Source: an optimization exercise on an open RTL-to-GDS flow (aim: small area, a short achievable clock period and few clock cycles per item). Production flows keep margins and buffers that such runs may drop. In this exercise RTL edits were held to simulation tests only and were not proved equivalent to the original. Power is estimated from default activity; no workload was simulated.

// rv_core
module rv_core (
    input  logic                                 clk_i,
    input  logic                                 rstn_i,
    input  logic [rv_core_pkg::xlen-1:0]         imem_data_i,   
    input  logic [rv_core_pkg::xlen-1:0]         addr_i,        
    output logic [rv_core_pkg::xlen-1:0]         imem_addr_o,
    output logic [rv_core_pkg::xlen-1:0]         data_o,        
    output logic                                 update_o,      
    output logic [rv_core_pkg::xlen-1:0]         pc_o,
    output logic [rv_core_pkg::xlen-1:0]         instr_o,
    output logic [rv_core_pkg::reg_addr_w-1:0]   reg_addr_o,
    output logic [rv_core_pkg::xlen-1:0]         reg_data_o,
    output logic [rv_core_pkg::xlen-1:0]         mem_addr_o,
    output logic [rv_core_pkg::xlen-1:0]         mem_data_o,
    output logic                                 mem_wrt_o
);
For scale: ~6,300 cells after synthesis, ~1,700 flip-flops, about 76,000 um2 of cells after synthesis.
Settings: LEC_CHECK=0, CAP_MARGIN=20, CORE_MARGIN=2, CORE_UTILIZATION=35, CTS_CLUSTER_DIAMETER=60, CTS_CLUSTER_SIZE=30, PLACE_DENSITY=0.5, SETUP_SLACK_MARGIN=3.5, SLEW_MARGIN=20; clock period 9.0 ns.
standard.sh (not shown) runs the stock make flow with config.mk's settings and CLKGATE_MAP_FILE= SYNTH_SCRIPT=/design/flow/synth_recipe.tcl, a recipe that flattens the netlist after the stock synthesis.
==> flow/flow/run.sh <==
#!/bin/bash
# Standard layout, with the port buffers made from plain buffers instead of the delay cells
# that buffer_ports picks by default, and clock tree synthesis without dummy loads.
# Each tool's output goes to a log file here.
set -euo pipefail
export BUFFER_PORTS_ARGS="-buffer_cell sky130_fd_sc_hd__buf_2"
export CTS_ARGS="-sink_clustering_enable -repair_clock_nets -sink_clustering_size 30 -sink_clustering_max_diameter 60 -dont_use_dummy_load"
bash standard.sh finish > standard_make.log 2>&1
Testbench counts at the start, summed over its fixed seeds: cycles 472,582, instrs 110,324.
Then changed:
CTS_CLUSTER_DIAMETER = not set   (was 60)
CTS_CLUSTER_SIZE = not set   (was 30)
GPL_TIMING_DRIVEN = 0   (was not set)
Outcome:
- count of clock-buffer cells in the layout increases by 9
- cell count rises by 4.8%
- non-clock buffer count came out higher by 417
- global-route usage rises by 6.5 points
- worst hold slack got worse by 0.0080 ns
- register-to-register slack got worse by 0.45 ns
- synthesized cell count stays the same
- wire length is higher by about 24%
- via count rose by 7.6%
Then changed:
==> flow/flow/run.sh (replaced) <==
#!/bin/bash
# Standard layout, with the port buffers made from plain buffers instead of the delay cells
# that buffer_ports picks by default. Each tool's output goes to a log file here.
set -euo pipefail
export BUFFER_PORTS_ARGS="-buffer_cell sky130_fd_sc_hd__buf_2"
bash standard.sh finish > standard_make.log 2>&1
CTS_CLUSTER_DIAMETER = 60   (was not set)
CTS_CLUSTER_SIZE = 30   (was not set)
GPL_TIMING_DRIVEN = not set   (was 0)
Register-to-register slack is better by 0.48 ns. Worst setup slack is better by 0.34 ns. Clock power goes up by about a fifth. Critical path depth goes down by 6. Design area goes down slightly. Routed wire length goes down by about a fifth. Area after synthesis is unchanged.
Then changed:
CTS_CLUSTER_DIAMETER = 55   (was 60)
CTS_CLUSTER_SIZE = 36   (was 30)
=> Worst setup slack gets worse by 0.024 ns; fmax drops by about 0.44%; routed wire length hardly moves; via count barely changes.

* * *

build 46:
Another version of the RTL of rv_core (not shown whole).
Size: about 6400 cells after synthesis, roughly 76000 um2 of cells after synthesis.
export LEC_CHECK = 0
export CAP_MARGIN = 20
export CORE_MARGIN = 2
export CORE_UTILIZATION = 35
export PLACE_DENSITY = 0.5
export SETUP_SLACK_MARGIN = 3.5
export SLEW_MARGIN = 20
create_clock -name core_clock -period 9.0 [get_ports {clk_i}]
run.sh (not shown) runs the stock make flow with config.mk's settings and CLKGATE_MAP_FILE= SYNTH_SCRIPT=/design/flow/synth_recipe.tcl, a recipe that flattens the netlist after the stock synthesis.
Stock flow here: none of the scripts above is used.
Testbench counts of build 46, summed over its fixed seeds: cycles 472,582, instrs 110,324.
### build 46 -> build 96
==> flow/flow/run.sh (new file) <==
#!/bin/bash
# Standard layout, with the port buffers made from plain buffers instead of the delay cells
# that buffer_ports picks by default. Each tool's output goes to a log file here.
set -euo pipefail
export BUFFER_PORTS_ARGS="-buffer_cell sky130_fd_sc_hd__buf_4"
bash standard.sh finish > standard_make.log 2>&1
==> flow/standard.sh (new file) <==
#!/bin/bash
# synth_recipe.tcl (not shown) runs the flow's synth.tcl, then flattens the netlist and writes it again
# the make line also repeats each setting of config.mk as NAME=value (left out here)
make -C /OpenROAD-flow-scripts/flow DESIGN_CONFIG=/design/flow/config.mk WORK_HOME=/design/flow/orfs CLKGATE_MAP_FILE= SYNTH_SCRIPT=/design/flow/synth_recipe.tcl "${@:-finish}"
removed: flow/run.sh
Results
Build 96 has maximum number of pins on one net before global-route repair below what build 46 had.
Summary of build 96 over build 46: fraction of power spent switching nets saw little to no change; via count saw a decrease; final critical-path share of the clock period saw an increase; sum of routed wire length over all layers saw a decrease; highest cell delay on the worst timing path saw an increase.
Taking build 46 as the reference, in build 96 logic depth of the worst register-to-register path grew by 2; post-layout worst setup margin went down by 0.060 ns.
A endpoint of the most critical setup path of data_o[29] is what build 46 shows, while data_o[5] belongs to build 96.
> inputs changed (build 96 -> build 76)
Settings: changing CORE_UTILIZATION from 35 to 55; changing PLACE_DENSITY from 0.5 to 0.7.
==> flow/run.sh (new file) <==
#!/bin/bash
# synth_recipe.tcl (not shown) runs the flow's synth.tcl, then flattens the netlist and writes it again
# the make line also repeats each setting of config.mk as NAME=value (left out here)
make -C /OpenROAD-flow-scripts/flow DESIGN_CONFIG=/design/flow/config.mk WORK_HOME=/design/flow/orfs CLKGATE_MAP_FILE= SYNTH_SCRIPT=/design/flow/synth_recipe.tcl finish
removed: flow/flow/run.sh
removed: flow/standard.sh
Findings:
Summary of build 76 over build 96: layout cell share with drive strength beyond 1 shows a reduction of 3.8 points; layout-stage area growth over the synthesis result went down by 1.3 points.
Changes observed in build 76 relative to build 96: number of iterations in the first detailed-routing pass shows a reduction of 1; cell count moved down; sequential-to-total area share from yosys stat shows no meaningful change; global-route usage higher.
Worst-case hold slack delta (build 76 -> build 96): insignificant
There was hardly any difference in CTS clock-pin slew for the worst setup and hold paths between build 76 and build 96.
NOTE: maximum resistive drop on vdd in build 76 falls short of that of build 96
Re number of antenna violations at the first check in global routing: build 96 was higher than build 76.
A first element of the critical path of addr_i[3] is what build 76 shows, while addr_i[5] belongs to build 96.
Met1 layer usage reported by global route: build 96 and build 76 compared, lower one is build 96

[separate check: timing with driven ports]
The flow's constraints put no driver on any port. The routed layouts listed below were extracted and timed again, unchanged, in two steps. Step 1 sets driving cells, clkbuf_16 on the clock port and buf_2 on the other inputs (assumed; they add their load-dependent delay and slew). Step 2, shift: input delay + t, output delay - t, t = (earliest + latest rising clock arrival at the registers) / 2. This alone moves slack from input paths to output paths. Slacks: ideal / step 1 / step 2; pairs: ideal / step 1.
run | shift t [ns] | setup WS [ns] | cell pins on the clock port's net
the first run of note 1 | 0.885 | 3.519 / 3.237 / 2.938 | 1
the second run of note 1 | 0.902 | 3.188 / 3.188 / 2.641 | 1
the third run of note 1 | 0.914 | 3.524 / 3.233 / 2.938 | 1
the fourth run of note 1 | 0.919 | 3.499 / 3.207 / 2.935 | 1
build 46 | 0.920 | 3.471 / 3.419 / 2.722 | 1
build 96 | 0.920 | 3.411 / 3.366 / 2.942 | 1
build 76 | 0.893 | 3.397 / 3.372 / 2.733 | 1
After both steps setup and hold are still met in every run listed. The setup slack of build 46, which loses most, moves by -0.052 ns with the drivers and by -0.749 ns with both steps.
